Context: an optimization exercise on an open-source flow, tuned for small area and a short achievable clock period. The choices shown serve that exercise and are no tape-out recipe.
Where RTL was checked, it was by simulation tests only, not by an equivalence proof against the original.
Only the layout flow was run in runs 1 and 2; the RTL was not checked for function there.

==> flow/design.v <==
package alu_pkg;
  localparam int ALU_DATA_WIDTH = 32;
  localparam logic [7:0] OP_ALU_ADD = 8'h00;
  localparam logic [7:0] OP_ALU_SUB = 8'h01;
  localparam logic [7:0] OP_ALU_AND = 8'h02;
  localparam logic [7:0] OP_ALU_OR  = 8'h03;
  localparam logic [7:0] OP_ALU_XOR = 8'h04;
  localparam logic [7:0] OP_ALU_INV = 8'h05;
  localparam logic [7:0] OP_ALU_SLT = 8'h06;
  localparam logic [7:0] OP_ALU_SLL = 8'h07;
  localparam logic [7:0] OP_ALU_SRL = 8'h08;
  localparam logic [7:0] OP_ALU_SRA = 8'h09;
  localparam logic [7:0] OP_ALU_MUL = 8'h0A;
  localparam logic [7:0] OP_ALU_DIV = 8'h0B;
  localparam logic [7:0] OP_ALU_MOD = 8'h0C;
endpackage
module alu_carry #(
  parameter int W = 8
) (
  input  logic [W-1:0] p,
  input  logic [W-1:0] g,
  input  logic         cin,
  output logic [W:0]   c
);
  localparam int L = (W > 1) ? $clog2(W) : 1;
  logic [W-1:0] gg, pp;
  always_comb begin
    gg = g;
    pp = p;
    gg[0] = g[0] | (p[0] & cin);
    for (int l = 0; l < L; l++) begin
      for (int i = W - 1; i >= 0; i--) begin
        if ((i >> l) & 1) begin
          gg[i] = gg[i] | (pp[i] & gg[((i >> l) << l) - 1]);
          pp[i] = pp[i] & pp[((i >> l) << l) - 1];
        end
      end
    end
    c = {gg, cin};
  end
endmodule
module alu_divider (
  input  logic        i_div,     
  input  logic        i_cin,     
  input  logic [31:0] i_y,       
  input  logic [31:0] i_lsb,     
  input  logic [31:0] i_msel,    
  input  logic [31:0] i_hb,      
  output logic [31:0] o_sel,     
  output logic [31:0] o_f        
);
  logic [31:0] pin [0:31];       
  logic [31:0] d;                
  assign d = i_y ^ {1'b0, i_y[31:1]};
  for (genvar j = 31; j >= 0; j--) begin : g_row
    localparam int W = 32 - j;
    logic [W-1:0] p, g, e;
    logic [W:0]   c;
    if (j == 31) begin : g_top
      assign p = i_lsb[j] ^ i_y[0];
    end else begin : g_mid
      assign p = {pin[j+1][W-2:0], i_lsb[j] ^ i_y[0]};
    end
    assign g = ~p & i_y[W-1:0];
    alu_carry #(.W(W)) u_c (.p(p), .g(g), .cin(i_cin), .c(c));
    assign o_sel[j] = i_div ? (c[W] & ~i_hb[j]) : i_msel[j];
    if (j > 0) begin : g_next
      assign e = p ^ d[W-1:0];
      assign pin[j] = {{(32-W){1'b0}}, e ^ ({W{o_sel[j]}} & (i_y[W-1:0] ^ c[W-1:0]))};
    end else begin : g_last
      assign e = 32'd0;
      assign pin[j] = 32'd0;
      assign o_f = (p ^ i_y) ^ ({32{o_sel[j]}} & (i_y ^ c[31:0]));
    end
  end
endmodule
module alu_core
#(
  parameter int DATA_WIDTH = alu_pkg::ALU_DATA_WIDTH
) (
  input  logic                  clk,
  input  logic                  rst_n,
  input  logic [7:0]            i_alu_op,
  input  logic [DATA_WIDTH-1:0] i_a,
  input  logic [DATA_WIDTH-1:0] i_b,
  output logic [DATA_WIDTH-1:0] o_c,
  output logic                  o_zero,
  output logic                  o_div0,
  output logic [DATA_WIDTH-1:0] o_c_q,
  output logic                  o_zero_q
);
  function automatic logic [31:0] cneg(input logic [31:0] x, input logic inv, input logic inc);
    logic [31:0] r;
    logic        any;
    any = 1'b0;
    for (int k = 0; k < 32; k++) begin
      r[k] = x[k] ^ (inv & ~(inc & ~any));
      any  = any | x[k];
    end
    cneg = r;
  endfunction
  logic [3:0]  op;
  logic [31:0] a, b;
  assign op = i_alu_op[3:0];
  assign a  = i_a;
  assign b  = i_b;
  logic valid;
  logic is_add, is_sub, is_and, is_or, is_xor, is_inv, is_slt;
  logic is_sll, is_srl, is_sra, is_mul, is_div, is_rem;
  assign valid  = (i_alu_op[7:4] == 4'd0);
  assign is_add = valid & (op == 4'h0);
  assign is_sub = valid & (op == 4'h1);
  assign is_and = valid & (op == 4'h2);
  assign is_or  = valid & (op == 4'h3);
  assign is_xor = valid & (op == 4'h4);
  assign is_inv = valid & (op == 4'h5);
  assign is_slt = valid & (op == 4'h6);
  assign is_sll = valid & (op == 4'h7);
  assign is_srl = valid & (op == 4'h8);
  assign is_sra = valid & (op == 4'h9);
  assign is_mul = valid & (op == 4'hA);
  assign is_div = valid & (op == 4'hB);
  assign is_rem = valid & (op == 4'hC);
  logic        dm, divrem, addsub, subm, b_zero;
  logic [4:0]  sh;
  logic [31:0] onehot, abs_b, bd, dvd, y, lsb, msel, hb;
  assign divrem = (op == 4'hB) | (op == 4'hC);
  assign dm     = divrem | (op == 4'h8) | (op == 4'h9);
  assign addsub = (op == 4'h0) | (op == 4'h1) | (op == 4'h6);
  assign subm   = (op == 4'h1) | (op == 4'h6);
  assign b_zero = (b == 32'd0);
  assign sh     = addsub ? 5'd0 : b[4:0];
  always_comb begin
    for (int k = 0; k < 32; k++) onehot[k] = (sh == k[4:0]);
  end
  assign abs_b = cneg(b, b[31], b[31]);
  assign bd    = divrem ? abs_b : onehot;
  assign dvd   = cneg(a, a[31] & (divrem | (op == 4'h9)), a[31] & divrem);
  assign y     = dm ? ~bd : (addsub ? (b ^ {32{subm}}) : a);
  assign lsb   = (dm | addsub) ? dvd : 32'd0;
  assign msel  = (op == 4'hA) ? b : onehot;
  always_comb begin
    hb[0] = 1'b0;
    for (int j = 1; j < 32; j++) hb[j] = |(bd >> (32 - j));
  end
  logic [31:0] qsel, f;
  alu_divider u_divider (
    .i_div (dm),
    .i_cin (dm | subm),
    .i_y   (y),
    .i_lsb (lsb),
    .i_msel(msel),
    .i_hb  (hb),
    .o_sel (qsel),
    .o_f   (f)
  );
  logic        negq, n_inv, n_inc;
  logic [31:0] n_x, arr_res;
  assign negq    = (a[31] ^ b[31]) & ~b_zero;
  assign n_x     = (is_div | is_srl | is_sra) ? qsel : f;
  assign n_inc   = (is_div & negq) | (is_rem & a[31]);
  assign n_inv   = n_inc | (is_sra & a[31]);
  assign arr_res = cneg(n_x, n_inv, n_inc);
  logic slt;
  assign slt = (a[31] ^ b[31]) ? a[31] : f[31];
  logic [3:0]  tt;
  logic [31:0] lg;
  assign tt = {is_and | is_or, is_or | is_xor, is_or | is_xor | is_inv, is_inv};
  always_comb begin
    for (int k = 0; k < 32; k++) lg[k] = tt[{a[k], b[k]}];
  end
  logic [31:0] c_d;
  logic        zero_d;
  always_comb begin
    c_d = lg
        | {31'd0, is_slt & slt}
        | ({32{is_add | is_sub | is_sll | is_srl | is_sra | is_mul | is_div | is_rem}} & arr_res);
    zero_d = (c_d == 32'd0);
  end
  assign o_c    = c_d;
  assign o_zero = zero_d;
  assign o_div0 = (is_div | is_rem) & b_zero;
  always_ff @(posedge clk or negedge rst_n) begin
    if (!rst_n) begin
      o_c_q    <= {DATA_WIDTH{1'b0}};
      o_zero_q <= 1'b0;
    end else begin
      o_c_q    <= c_d;
      o_zero_q <= zero_d;
    end
  end
endmodule
==> flow/flow/run.sh <==
#!/bin/bash
set -o pipefail
bash standard.sh SETUP_SLACK_MARGIN=60 RECOVER_POWER=100 finish > standard_flow.log 2>&1
==> flow/standard.sh <==
#!/bin/bash
# synth_recipe.tcl (not shown) runs the flow's synth.tcl, then flattens the netlist and writes it again
# the make line also repeats each setting of config.mk as NAME=value (left out here)
make -C /OpenROAD-flow-scripts/flow DESIGN_CONFIG=/design/flow/config.mk WORK_HOME=/design/flow/orfs CLKGATE_MAP_FILE= SYNTH_SCRIPT=/design/flow/synth_recipe.tcl "${@:-finish}"
==> flow/config.mk <==
export PLATFORM = sky130hd
export DESIGN_NAME = alu_core
export DESIGN_NICKNAME = alu_core
export VERILOG_FILES = /design/flow/design.v
export SDC_FILE = /design/flow/constraint.sdc
export NUM_CORES = 4
export LEC_CHECK = 0
export ABC_AREA = 1
export CAP_MARGIN = 20
export CORE_MARGIN = 2
export CORE_UTILIZATION = 40
export SLEW_MARGIN = 20
==> flow/constraint.sdc <==
create_clock -name core_clock -period 200.0 [get_ports {clk}]
set_input_delay 40.0000 -clock core_clock [delete_from_list [all_inputs] [get_ports {clk}]]
set_output_delay 40.0000 -clock core_clock [all_outputs]
set_load 0.01 [all_outputs]
==> summary.txt, run 1 <==
Clock network
  • CTS tree: built
  • CTS resizes: 0
  • H-tree Lvls: 2
  • TritonCTS buffer count: 5
  • Post-CTS setup buffer count: 0
  • Root Driver: clkbuf_16
  • Worst-path clk slew: 0.07 ns
  • CTS Hold Bufs: 0
  • Max Buffers Root-to-Sink: 2
  • Clock sinks: 33

Routing
  • Routed Antenna Nets: 0
  • Initial DRC Count: around 5200
  • Vias per cell: 5.234
  • DR DRC count: 0
  • Routed WL: about 220 mm
  • Vias: between 50000 and 60000
  • Drt wl/cell: 20.03 um
  • Drt first pass iters: 9

Timing
  • Fin crit period: 159.49 ns
  • Final Cycle Share: ~80%
  • Worst Max-Slew Pin Slew: 2.945 ns
  • RSZ-0062 raised after global routing: false
  • Fmax: between 6 and 7 MHz
  • Setup TNS: 0 ns
  • Final Max Slew Viols: 577
  • Setup-failing EPs final: 0
  • Final Hold Fails: 0
  • Slew margin rel.: -96.36%

Hold path
  • Worst Hold Class: input pin to async pin

GRT
  • Total grt overflow: 0
  • Antenna violations before repair: 15
  • First-pass GRT wire length: 322.9 mm
  • Vias in the first global route: between 50000 and 60000
  • Tot GR Track Use: between 30% and 40%
  • Largest net degree at the start of global routing: 60

Placement
  • Post-DP HPWL: 173.4 mm
  • Port Buf Inserts: 140
  • GP Congestion: 1.080

Final layout
  • Final #Nets: 9222
  • Share of post-route cells with drive strength above 1: between 20% and 30%
  • Final Util: 40.51%
  • Area growth, synth to finish: 0.8655%
  • FILL cells: 15069

Critical path
  • Worst path arrival time: around 120 ns
  • Crit path top cell by count: nand2_1
  • CP peak stage delay: about 2.1 ns
  • Crit path launch: i_b[0]
  • Worst path slowest cell: clkbuf_1
  • Startpoint Class: input pin
  • Critical setup path kind: input pin to output pin
  • CP endpoint kind: output pin
  • Crit Path Max Fanout: between 50 and 60
  • Worst EP required: between 150 and 200 ns

Synthesis
  • Warnings, synthesis: 35
  • Area leader, netlist: nand2_1
  • Yosys reg bits: 33
  • Synth async-reset ratio: 100.0%
  • Largest cells by area after synthesis: nand2_1, xor2_1, nand3_1
  • Primary FF master, synth: dfrtp_1
  • Most common library cells after synthesis: nand2_1, inv_1, nand3_1
  • Cell with the most instances after synthesis: nand2_1
  • Register area share after synthesis: 1.523%
  • Syn Area/Cell: 5.897 sq um
  • Cells after Synth: ~9200
  • Syn nets: 9282
  • Cell Area, Synth: 54210 sq um
  • Yosys cell types: 90
  • Post-synth EDFFs: 0
  • Post-synth top area share: about a fifth

Floorplanning
  • I/O Pins: 141
  • Starting density of the core: 40.17%
  • Die extent in x: approximately 370 um
  • Chip height: 372.1 um
  • Core footprint: between 100000 and 150000 sq um
  • Die area: 138500 sq um
  • Placement row count: 135

Run status
  • Status: finished with violations
  • Violated Checks: max-capacitance violations, max-slew violations

Run
  • # Max-Cap Violations: 15
[flip-flops by register name, indices dropped and copies added (netlist names)]
register  cells
o_zero_q      1
o_c_q        32
[path summary, 6_finish.rpt]
path / end / slack (ns) / cells past startpoint
max: o_zero / 40.51 / 388
min: o_c_q[30]$_DFF_PN0_ / 40.28 / 1
max in group asynchronous: o_c_q[10]$_DFF_PN0_ / 158.45 / 1
min in group core_clock: o_c_q[30]$_DFF_PN0_ / 40.54 / 4
[metal layers]
metal	share of wire, %	track usage [%]	routed length (um)
met4	5.3	13.62	11510
met2	45	50.79	98530
met5	0.023	0	51
met1	43	40.08	94500
met3	6.4	3.003	14040
[layout by cell type (no fill, tap or decap), types with 82 or more instances in the layout]
cell             count
a21oi_1            141
xor2_1             858
nand3b_1            82
nand3_1            978
o21ai_0            231
clkdlybuf4s50_1     93
buf_4              122
nor2_1             380
nand2_2            749
nand3_2            202
inv_1             1098
nand2_1           2899
nand2_4            213
inv_2              114
[worst max-delay path: cells and delay by family]
family | cells | cell delay [ns]
fa+ha+maj | 1 | 0.19
buf+inv | 13 | 6.93
xor+xnor | 2 | 0.87
simple gates | 363 | 67.32
compound gates | 9 | 3.51
[cell type report]
class | instances | area, sq um | share of cell area [%]
antenna | 1 | 2.502 | 0.004577
clock buffer | 7 | 142.6 | 0.2609
clock inverter | 1 | 30.03 | 0.05492
inverter | 1376 | 6118 | 11.19
multi-input combinational | 7452 | 43010 | 78.65
sequential | 33 | 825.8 | 1.510
tap | 1781 | 2228 | 4.075
timing repair buffer | 265 | 2326 | 4.254
[through the flow]
stage | setup WS, ns | instance area (sq um) | hold WS, ns | std cells
floorplan | 83.70 | 54210 | 39.70 | 9193
global route | 32.15 | 54680 | 40.43 | 10915
detailed placement | 66.23 | 54780 | 40.16 | 10906
CTS | 66.10 | 54950 | 39.81 | 10914
global placement | 67.49 | 54770 | 40.16 | 10906
finish | 40.51 | 54680 | 40.28 | 10916
[cells by family after synthesis]
family                   count (synthesis)  share of synthesized area (%)
AO/OA/AOI/OAI                          662                          7.577
buffers and inverters                 1708                          19.09
XOR/XNOR                               911                          15.28
AND/OR/NAND/NOR                       5856                          56.01
adder cells (fa/ha/maj)                 15                         0.3462
flip-flops                              33                          1.523
multiplexers                             8                         0.1662
==> run 2: changes to the inputs <==
--- a/flow/design.v
+++ b/flow/design.v
@@ -15,30 +15,55 @@
   localparam logic [7:0] OP_ALU_MOD = 8'h0C;
 endpackage
-module alu_carry #(
-  parameter int W = 8
+module alu_prefix_add #(
+  parameter int W  = 8,
+  parameter int PT = 0    
 ) (
-  input  logic [W-1:0] p,
-  input  logic [W-1:0] g,
+  input  logic [W-1:0] x,
+  input  logic [W-1:0] y,
   input  logic         cin,
-  output logic [W:0]   c
+  output logic [W-1:0] s,
+  output logic         cout
 );
   localparam int L = (W > 1) ? $clog2(W) : 1;
-  logic [W-1:0] gg, pp;
-  always_comb begin
-    gg = g;
-    pp = p;
-    gg[0] = g[0] | (p[0] & cin);
-    for (int l = 0; l < L; l++) begin
-      for (int i = W - 1; i >= 0; i--) begin
-        if ((i >> l) & 1) begin
-          gg[i] = gg[i] | (pp[i] & gg[((i >> l) << l) - 1]);
-          pp[i] = pp[i] & pp[((i >> l) << l) - 1];
+  logic [W-1:0] p0, g0, gg, pp;
+  always_comb begin
+    p0 = x ^ y;
+    g0 = x & y;
+    gg = g0;
+    pp = p0;
+    gg[0] = g0[0] | (p0[0] & cin);
+    if (PT == 0) begin
+      for (int l = 0; l < L; l++) begin
+        for (int i = W - 1; i >= 0; i--) begin
+          if ((i >> l) & 1) begin
+            gg[i] = gg[i] | (pp[i] & gg[((i >> l) << l) - 1]);
+            pp[i] = pp[i] & pp[((i >> l) << l) - 1];
+          end
         end
       end
-    end
-    c = {gg, cin};
+    end else if (PT == 1) begin
+      for (int l = 0; l < L; l++) begin
+        for (int i = (1 << (l + 1)) - 1; i < W; i += (1 << (l + 1))) begin
+          gg[i] = gg[i] | (pp[i] & gg[i - (1 << l)]);
+          pp[i] = pp[i] & pp[i - (1 << l)];
+        end
+      end
+      for (int l = L - 2; l >= 0; l--) begin
+        for (int i = 3 * (1 << l) - 1; i < W; i += (1 << (l + 1))) begin
+          gg[i] = gg[i] | (pp[i] & gg[i - (1 << l)]);
+          pp[i] = pp[i] & pp[i - (1 << l)];
+        end
+      end
+    end else begin
+      for (int i = 1; i < W; i++) gg[i] = gg[i] | (pp[i] & gg[i-1]);
+    end
+    s[0] = p0[0] ^ cin;
+    for (int i = 1; i < W; i++) s[i] = p0[i] ^ gg[i-1];
+    cout = gg[W-1];
   end
 endmodule
-module alu_divider (
+module alu_divider #(
+  parameter int PT = 2
+) (
   input  logic        i_div,     
   input  logic        i_cin,     
@@ -50,28 +75,23 @@
   output logic [31:0] o_f        
 );
-  logic [31:0] pin [0:31];       
-  logic [31:0] d;                
-  assign d = i_y ^ {1'b0, i_y[31:1]};
+  logic [31:0] rout [0:31];
   for (genvar j = 31; j >= 0; j--) begin : g_row
     localparam int W = 32 - j;
-    logic [W-1:0] p, g, e;
-    logic [W:0]   c;
+    logic [W-1:0] x, s;
+    logic         co;
     if (j == 31) begin : g_top
-      assign p = i_lsb[j] ^ i_y[0];
+      assign x = i_lsb[j];
     end else begin : g_mid
-      assign p = {pin[j+1][W-2:0], i_lsb[j] ^ i_y[0]};
-    end
-    assign g = ~p & i_y[W-1:0];
-    alu_carry #(.W(W)) u_c (.p(p), .g(g), .cin(i_cin), .c(c));
-    assign o_sel[j] = i_div ? (c[W] & ~i_hb[j]) : i_msel[j];
-    if (j > 0) begin : g_next
-      assign e = p ^ d[W-1:0];
-      assign pin[j] = {{(32-W){1'b0}}, e ^ ({W{o_sel[j]}} & (i_y[W-1:0] ^ c[W-1:0]))};
-    end else begin : g_last
-      assign e = 32'd0;
-      assign pin[j] = 32'd0;
-      assign o_f = (p ^ i_y) ^ ({32{o_sel[j]}} & (i_y ^ c[31:0]));
-    end
-  end
+      assign x = {rout[j+1][W-2:0], i_lsb[j]};
+    end
+    alu_prefix_add #(.W(W), .PT(PT)) u_add (.x(x), .y(i_y[W-1:0]), .cin(i_cin), .s(s), .cout(co));
+    assign o_sel[j] = i_div ? (co & ~i_hb[j]) : i_msel[j];
+    if (W < 32) begin : g_pad
+      assign rout[j] = {{(32-W){1'b0}}, (o_sel[j] ? s : x)};
+    end else begin : g_full
+      assign rout[j] = o_sel[j] ? s : x;
+    end
+  end
+  assign o_f = rout[0];
 endmodule
 module alu_core
@@ -122,11 +142,13 @@
   assign is_div = valid & (op == 4'hB);
   assign is_rem = valid & (op == 4'hC);
-  logic        dm, divrem, addsub, subm, b_zero;
+  logic        dm, divrem, addsub, subm, mulm, sgn, b_zero;
   logic [4:0]  sh;
   logic [31:0] onehot, abs_b, bd, dvd, y, lsb, msel, hb;
-  assign divrem = (op == 4'hB) | (op == 4'hC);
-  assign dm     = divrem | (op == 4'h8) | (op == 4'h9);
-  assign addsub = (op == 4'h0) | (op == 4'h1) | (op == 4'h6);
-  assign subm   = (op == 4'h1) | (op == 4'h6);
+  assign dm     = op[3] & (op[2] | op[0] | ~op[1]);
+  assign divrem = op[3] & (op[2] | (op[1] & op[0]));
+  assign addsub = ~op[3] & ~(op[1] & op[0]);
+  assign subm   = ~op[3] & (op[1] ^ op[0]);
+  assign mulm   = op[3];
+  assign sgn    = op[3] & (op[2] | op[0]);
   assign b_zero = (b == 32'd0);
   assign sh     = addsub ? 5'd0 : b[4:0];
@@ -136,8 +158,8 @@
   assign abs_b = cneg(b, b[31], b[31]);
   assign bd    = divrem ? abs_b : onehot;
-  assign dvd   = cneg(a, a[31] & (divrem | (op == 4'h9)), a[31] & divrem);
+  assign dvd   = cneg(a, a[31] & sgn, a[31] & divrem);
   assign y     = dm ? ~bd : (addsub ? (b ^ {32{subm}}) : a);
   assign lsb   = (dm | addsub) ? dvd : 32'd0;
-  assign msel  = (op == 4'hA) ? b : onehot;
+  assign msel  = mulm ? b : onehot;
   always_comb begin
     hb[0] = 1'b0;
==> flow/flow/run.sh (replaced) <==
#!/bin/bash
# The standard layout, with two changes:
#  - synthesis runs flow/synth.tcl: the standard synthesis followed by a second ABC
#    mapping pass (flow/abc.script) over the logic, keeping the flip-flops as they are;
#  - up to and including clock-tree synthesis, repair_timing is asked to keep a setup
#    margin of 45 ns beyond the constraint.
# Each make run's output goes to its own log here; ORFS keeps each tool's log under orfs/logs.
set -o pipefail
S="SYNTH_SCRIPT=$PWD/flow/synth.tcl"
bash standard.sh "$S" synth > flow_synth.log 2>&1
bash standard.sh "$S" SETUP_SLACK_MARGIN=45 cts > flow_to_cts.log 2>&1
bash standard.sh "$S" finish > flow_finish.log 2>&1
==> flow/flow/abc.script (new file) <==
strash
dc2
dc2
dch
map -B 0.9
topo
stime -c
buffer -c
dnsize -c
==> flow/flow/synth.tcl (new file) <==
# The standard synthesis (synth_recipe.tcl), followed by a second mapping pass:
# every standard cell except the flip-flops (and tie cells) is dissolved back into
# logic and ABC maps it again with this flow's abc.script, which restructures the
# logic for area (dc2) and maps it without upsizing gates.
# The flip-flops keep the standard synthesis's names and cells.
set flow_dir [file dirname [file normalize [info script]]]
proc synth {args} { yosys synth -nofsm -noshare {*}$args }
source $::env(SCRIPTS_DIR)/synth.tcl
# left out here: clear keep_hierarchy, flatten, clean up

set flow_lib [lindex $::env(LIB_FILES) 0]
read_liberty -overwrite -ignore_miss_func $flow_lib
blackbox sky130_fd_sc_hd__df* sky130_fd_sc_hd__sdf* sky130_fd_sc_hd__dl* sky130_fd_sc_hd__ed* sky130_fd_sc_hd__conb*
hierarchy -top $::env(DESIGN_NAME)
flatten
opt_clean
log_cmd abc -script $flow_dir/abc.script {*}[lrange $abc_args 2 end]
setundef -zero
splitnets
opt_clean -purge
hilomap -singleton -hicell {*}$::env(TIEHI_CELL_AND_PORT) -locell {*}$::env(TIELO_CELL_AND_PORT)
if { $::env(SYNTH_INSBUF) } {
  insbuf -buf {*}$::env(MIN_BUF_CELL_AND_PORTS)
}
opt_clean -purge
tee -o $::env(REPORTS_DIR)/synth_stat_pass2.txt stat {*}$lib_args
# left out here: hide names made inside functions, write 1_2_yosys.v
==> run 2 against run 1 <==
Net effect:
- now clean on timing, DRC and antenna
- cell area fell by 35%
- area after synthesis fell by 41%
- sequential share of layout area rose by 0.81 points
- wire length fell by 30%
- critical path depth rose by 305
- setup slack improved by 0.38 ns
- core utilization rose by 4.6 points
- synthesized cell count fell by 25%
- global-route usage rose by 5.6 points
- cell count fell by 27%
- first-iteration DRC count fell by 3.1%
- flip-flop and latch count did not move
==> summary.txt, run 2 <==
Critical path
  • Crit Path Max Fanout: 32 (was 59)
  • CP endpoint kind: output pin (unchanged)
  • CP top delay family: simple AND/OR/NAND/NOR gates (unchanged)
  • Crit path buffers/inverters: 31 (was 13)
  • Worst EP required: 160.00 ns (about the same)
  • Crit path launch: i_b[3] (was i_b[0])
  • Worst path slowest cell: clkdlybuf4s50_1 (was clkbuf_1)
  • Worst path arrival time: 119.12 ns (was 119.49 ns)
  • Cell depth of the worst setup path: 693 (was 388)
  • Startpoint Class: input pin (unchanged)
  • Crit path capture: o_zero (unchanged)
  • CP peak stage delay: 0.56 ns (was 2.09 ns)
  • Crit path top cell by count: nand3_1 (was nand2_1)
  • Critical setup path kind: input pin to output pin (unchanged)

Synthesis
  • Syn nets: 6929 (was 9282)
  • Warnings, synthesis: 35 (unchanged)
  • Cell Area, Synth: 31770 sq um (was 54210 sq um)
  • Cells after Synth: 6855 (was 9193)
  • Syn Area/Cell: 4.635 sq um (was 5.897 sq um)

Final layout
  • Area growth, synth to finish: 12.02% (was 0.8655%)
  • Final #Nets: 7013 (was 9222)
  • Regs by FF count: o_c_q: 32 flops, o_zero_q: 1 flops (unchanged)
  • Most common cell after layout, fill and taps aside: nand2_1 (unchanged)
  • Multi-input gate area: 27110 sq um (was 43010 sq um)
  • Sequential cell area: 825.8 sq um (unchanged)
  • Highest-count cells in the layout ignoring fill and taps: nand2_1, nand3_1, inv_1, nor2_1, a21oi_1 (was nand2_1, inv_1, nand3_1, xor2_1, nand2_2)
  • Max reg flops: 32 (unchanged)
  • Share of post-route cells with drive strength above 1: 5.807% (was 20.46%)
  • FILL cells: 9036 (was 15069)
  • Top reg by flops: o_c_q (unchanged)
  • Final Util: 45.13% (was 40.51%)

GRT
  • Tot GR Track Use: 36.28% (was 30.67%)
  • Vias in the first global route: 40082 (was 51649)
  • Largest net degree at the start of global routing: 69 (was 60)
  • Antenna violations before repair: 7 (was 15)
  • First-pass GRT wire length: 232.2 mm (was 322.9 mm)
  • Total grt overflow: 0 (unchanged)

Run
  • # Max-Cap Violations: 0 (was 15)

Floorplanning
  • Die extent in x: 285.8 um (was 372.1 um)
  • I/O Pins: 141 (unchanged)
  • Chip height: 285.8 um (was 372.1 um)
  • Core footprint: 78870 sq um (was 135000 sq um)
  • Die area: 81700 sq um (was 138500 sq um)
  • Starting density of the core: 40.28% (was 40.17%)
  • Placement row count: 103 (was 135)

Placement
  • Port Buf Inserts: 140 (unchanged)
  • Post-DP HPWL: 115.9 mm (was 173.4 mm)
  • GP Congestion: 1.094 (was 1.080)

Timing
  • Final Max Slew Viols: 0 (was 577)
  • RSZ-0062 raised after global routing: false (unchanged)
  • Setup TNS: 0 ns (unchanged)
  • Setup-failing EPs final: 0 (unchanged)
  • Slew margin rel.: 17.12% (was -96.36%)
  • Fmax: 6.285 MHz (was 6.270 MHz)
  • Final Cycle Share: 79.56% (was 79.75%)
  • Worst Max-Slew Pin Slew: 1.234 ns (was 2.945 ns)
  • Final Hold Fails: 0 (unchanged)
  • Fin crit period: 159.12 ns (was 159.49 ns)

Routing
  • DR DRC count: 0 (unchanged)
  • Routed Antenna Nets: 0 (unchanged)
  • Vias per cell: 5.599 (was 5.234)
  • Routed WL: 153.3 mm (was 218.6 mm)
  • Drt first pass iters: 8 (was 9)
  • Vias: 44751 (was 57138)
  • Initial DRC Count: 5016 (was 5174)
  • Drt wl/cell: 19.18 um (was 20.03 um)

Clock network
  • TritonCTS buffer count: 5 (unchanged)
  • H-tree Lvls: 2 (unchanged)
  • Worst-path clk slew: 0.05 ns (was 0.07 ns)
  • Clock sinks: 33 (unchanged)
  • CTS Hold Bufs: 0 (unchanged)
  • Root Driver: clkbuf_16 (unchanged)
  • Max Buffers Root-to-Sink: 2 (unchanged)
  • CTS tree: built (unchanged)

Hold path
  • Worst Hold Class: input pin to async pin (unchanged)

Run status
  • Status: finished clean (was finished with violations)
## run 2: cell count changes in the layout (fill, tap and decap cells not counted), moves of 108 or more
cell | previous run | this run
nand2_4 | 213 | 27
nand2_1 | 2899 | 2443
nand2_2 | 749 | 19
inv_2 | 114 | 6
inv_1 | 1098 | 856
xor2_1 | 858 | 226
nor2_1 | 380 | 726
xnor2_1 | 15 | 153
a21oi_1 | 141 | 313
nand3_2 | 202 | 10
## run 2: metal layers
metal  track usage [%]  vias to the layer above  wire (um)
met2             58.07                     2359      64580
met5                 0                        -         51
met4             22.76                        8      11590
met3             6.675                      548      16760
met1             44.86                    19845      60280
li1                  -                    21991          -
## run 2: per-stage QoR
stage / setup slack (ns) / instances / hold WS, ns / area [sq um]
global placement: 31.37 / 7893 / 40.43 / 34150
finish: 40.88 / 7992 / 40.12 / 35590
CTS: 42.52 / 7988 / 40.13 / 35560
detailed placement: 28.58 / 7893 / 40.42 / 34150
floorplan: 56.02 / 6855 / 39.70 / 31770
global route: 28.60 / 7991 / 40.16 / 35590
## run 2: what timing repair did
item	in CTS	in global routing
gates resized for setup	184	0
endpoints found under the setup margin	33	0
setup buffers	69	0
## run 2: final cells by class
class / instances / share of cell area, %
Antenna cell: 2 / 0.01406
Clock buffer: 6 / 0.3902
Clock inverter: 2 / 0.1055
Inverter: 901 / 9.805
Multi-Input combinational cell: 5694 / 76.18
Sequential cell: 33 / 2.320
Tap cell: 1050 / 3.691
Timing Repair Buffer: 295 / 7.347
Timing Repair inverter: 9 / 0.1441
==> run 3: changes to the inputs <==
--- a/flow/design.v
+++ b/flow/design.v
@@ -64,5 +64,5 @@
 endmodule
 module alu_divider #(
-  parameter int PT = 2
+  parameter int PT = 0
 ) (
   input  logic        i_div,     
==> flow/flow/run.sh (replaced) <==
#!/bin/bash
# The standard layout, with two changes:
#  - synthesis runs flow/synth.tcl: the standard synthesis followed by a second ABC
#    mapping pass (flow/abc.script) over the logic, keeping the flip-flops as they are;
#  - up to and including clock-tree synthesis, repair_timing is asked to keep a setup
#    margin of 52 ns beyond the constraint.
# Each make run's output goes to its own log here; ORFS keeps each tool's log under orfs/logs.
set -o pipefail
S="SYNTH_SCRIPT=$PWD/flow/synth.tcl"
bash standard.sh "$S" synth > flow_synth.log 2>&1
bash standard.sh "$S" SETUP_SLACK_MARGIN=52 cts > flow_to_cts.log 2>&1
bash standard.sh "$S" finish > flow_finish.log 2>&1
==> run 3 against run 2 <==
Net effect:
- wire length is 6.3% higher
- cell count is 3.8% higher
- worst hold slack better by 0.0052 ns
- first-iteration DRC count is 12% higher
- critical path depth is 29 lower
- core utilization is 3.6 points higher
- setup slack better by 8.7 ns
- global-route usage is 1.8 points higher
- maximum frequency is 5.8% higher
- via count is 4.7% higher
- cell area is 8.3% higher
- critical path type unchanged
==> summary.txt, run 3 <==
Floorplanning
  • Core footprint: 79130 sq um (was 78870 sq um)
  • Die area: 82250 sq um (was 81700 sq um)
  • Placement row count: 103 (unchanged)
  • Chip height: 286.8 um (was 285.8 um)
  • Starting density of the core: 40.42% (was 40.28%)
  • I/O Pins: 141 (unchanged)
  • Die extent in x: 286.8 um (was 285.8 um)

Critical path
  • Crit Path Max Fanout: 16 (was 32)
  • CP top delay family: simple AND/OR/NAND/NOR gates (unchanged)
  • Crit path buffers/inverters: 35 (was 31)
  • Startpoint Class: input pin (unchanged)
  • Crit path top cell by count: nand3_1 (unchanged)
  • CP endpoint kind: output pin (unchanged)
  • Worst path arrival time: 110.40 ns (was 119.12 ns)
  • Crit path capture: o_zero (unchanged)
  • Worst path slowest cell: o21ai_0 (was clkdlybuf4s50_1)
  • Crit path launch: i_b[1] (was i_b[3])
  • Cell depth of the worst setup path: 664 (was 693)
  • Critical setup path kind: input pin to output pin (unchanged)
  • CP peak stage delay: 0.41 ns (was 0.56 ns)
  • Worst EP required: 160.00 ns (about the same)

Hold path
  • Worst Hold Class: input pin to async pin (unchanged)

Routing
  • Routed WL: 162.9 mm (was 153.3 mm)
  • Initial DRC Count: 5614 (was 5016)
  • Drt first pass iters: 6 (was 8)
  • Vias: 46856 (was 44751)
  • Vias per cell: 5.651 (was 5.599)
  • Routed Antenna Nets: 0 (unchanged)
  • Drt wl/cell: 19.64 um (was 19.18 um)
  • DR DRC count: 0 (unchanged)

Final layout
  • Highest-count cells in the layout ignoring fill and taps: nand2_1, inv_1, nand3_1, nor2_1, buf_4 (was nand2_1, nand3_1, inv_1, nor2_1, a21oi_1)
  • Top reg by flops: o_c_q (unchanged)
  • Final Util: 48.71% (was 45.13%)
  • Most common cell after layout, fill and taps aside: nand2_1 (unchanged)
  • Regs by FF count: o_c_q: 32 flops, o_zero_q: 1 flops (unchanged)
  • Share of post-route cells with drive strength above 1: 11.42% (was 5.807%)
  • Final #Nets: 7309 (was 7013)
  • FILL cells: 8841 (was 9036)
  • Finished Cell Area: 38540 sq um (was 35590 sq um)
  • Max reg flops: 32 (unchanged)
  • Final Non-Filler Cells: 8292 (was 7992)
  • Area growth, synth to finish: 20.49% (was 12.02%)

Placement
  • Cells after DPL: 7972 (was 7893)
  • GP Congestion: 1.035 (was 1.094)
  • Port Buf Inserts: 140 (unchanged)
  • Placed cell areas: 34400 sq um (was 34150 sq um)
  • Post-DP HPWL: 118.8 mm (was 115.9 mm)

Run status
  • Status: finished clean (unchanged)

Timing
  • Worst Max-Slew Pin Slew: 1.230 ns (was 1.234 ns)
  • Slew margin rel.: 17.17% (was 17.12%)
  • Fin crit period: 150.40 ns (was 159.12 ns)
  • RSZ-0062 raised after global routing: false (unchanged)
  • Final Cycle Share: 75.20% (was 79.56%)
  • Setup TNS: 0 ns (unchanged)
  • Setup-failing EPs final: 0 (unchanged)
  • Final Max Slew Viols: 0 (unchanged)
  • Final Hold Fails: 0 (unchanged)
  • Fmax: 6.649 MHz (was 6.285 MHz)

Clock network
  • Max Buffers Root-to-Sink: 2 (unchanged)
  • CTS Hold Bufs: 0 (unchanged)
  • CTS tree: built (unchanged)
  • Clock sinks: 33 (unchanged)
  • Worst-path clk slew: 0.05 ns (about the same)
  • TritonCTS buffer count: 5 (unchanged)
  • H-tree Lvls: 2 (unchanged)
  • Root Driver: clkbuf_16 (unchanged)

Synthesis
  • Syn Area/Cell: 4.614 sq um (was 4.635 sq um)
  • Cell Area, Synth: 31990 sq um (was 31770 sq um)
  • Syn nets: 7006 (was 6929)
  • Cells after Synth: 6932 (was 6855)
  • Warnings, synthesis: 35 (unchanged)

GRT
  • Vias in the first global route: 41836 (was 40082)
  • Tot GR Track Use: 38.04% (was 36.28%)
  • Largest net degree at the start of global routing: 74 (was 69)
  • Total grt overflow: 0 (unchanged)
  • First-pass GRT wire length: 243.4 mm (was 232.2 mm)
  • Antenna violations before repair: 7 (unchanged)

Run
  • # Max-Cap Violations: 0 (unchanged)
[run 3: per-stage QoR]
stage	hold slack, ns	setup WS [ns]
5_1_grt	40.18	40.73
4_1_cts	40.14	52.01
6_report	40.13	49.60
3_5_place_dp	40.45	31.10
2_1_floorplan	39.70	59.08
3_3_place_gp	40.44	33.83
[run 3: routing by layer]
| layer | routed length (um) | up-vias | GRT usage, % |
|---|---|---|---|
| li1 | - | 22652 | - |
| met1 | 64470 | 20940 | 48.81 |
| met2 | 67360 | 2645 | 58.90 |
| met3 | 19490 | 615 | 7.421 |
| met4 | 11520 | 4 | 22.70 |
| met5 | 16 | - | 0 |
[run 3: what timing repair did]
action / CTS / global route
setup endpoints to repair: 33 / 0
setup buffers: 276 / 0
gates resized for setup: 463 / 0
[run 3: layout make-up]
type | instances | area, sq um | area share [%]
Antenna cell | 7 | 17.52 | 0.04545
Tap cell | 1050 | 1314 | 3.409
Sequential cell | 33 | 825.8 | 2.143
Multi-Input combinational cell | 5797 | 28150 | 73.03
Timing Repair Buffer | 523 | 4683 | 12.15
Timing Repair inverter | 5 | 25.02 | 0.06493
Inverter | 870 | 3371 | 8.746
Clock buffer | 5 | 125.1 | 0.3246
Clock inverter | 2 | 35.03 | 0.09090

[what the ideal ports hide]
In the flow no input, the clock included, has a driving cell. The finished layouts below were timed again as built, in two steps. Step 1 sets driving cells, clkbuf_16 on the clock port and buf_2 on the other inputs (assumed; they add their load-dependent delay and slew). Step 2 times the ports against the registers' clock, not the clock port: input delays grow and output delays shrink by t, the midpoint of the rising clock arrivals with the driver on. Three values: no drivers, after step 1, after step 2; two values: the first two.
run	t (ns)	slack for setup (ns)	worst setup path at the end	slew at the worst register clock pin (ns)
run 1	0.367	40.506 / 40.489 / 40.489	input to output	0.07 / 0.07
run 2	0.312	40.885 / 40.859 / 40.859	input to output	0.05 / 0.05
run 3	0.321	49.598 / 49.579 / 49.579	input to output	0.06 / 0.06
For run 2, which loses most, drivers alone change the setup slack by -0.026 ns; drivers and shift together by -0.026 ns.
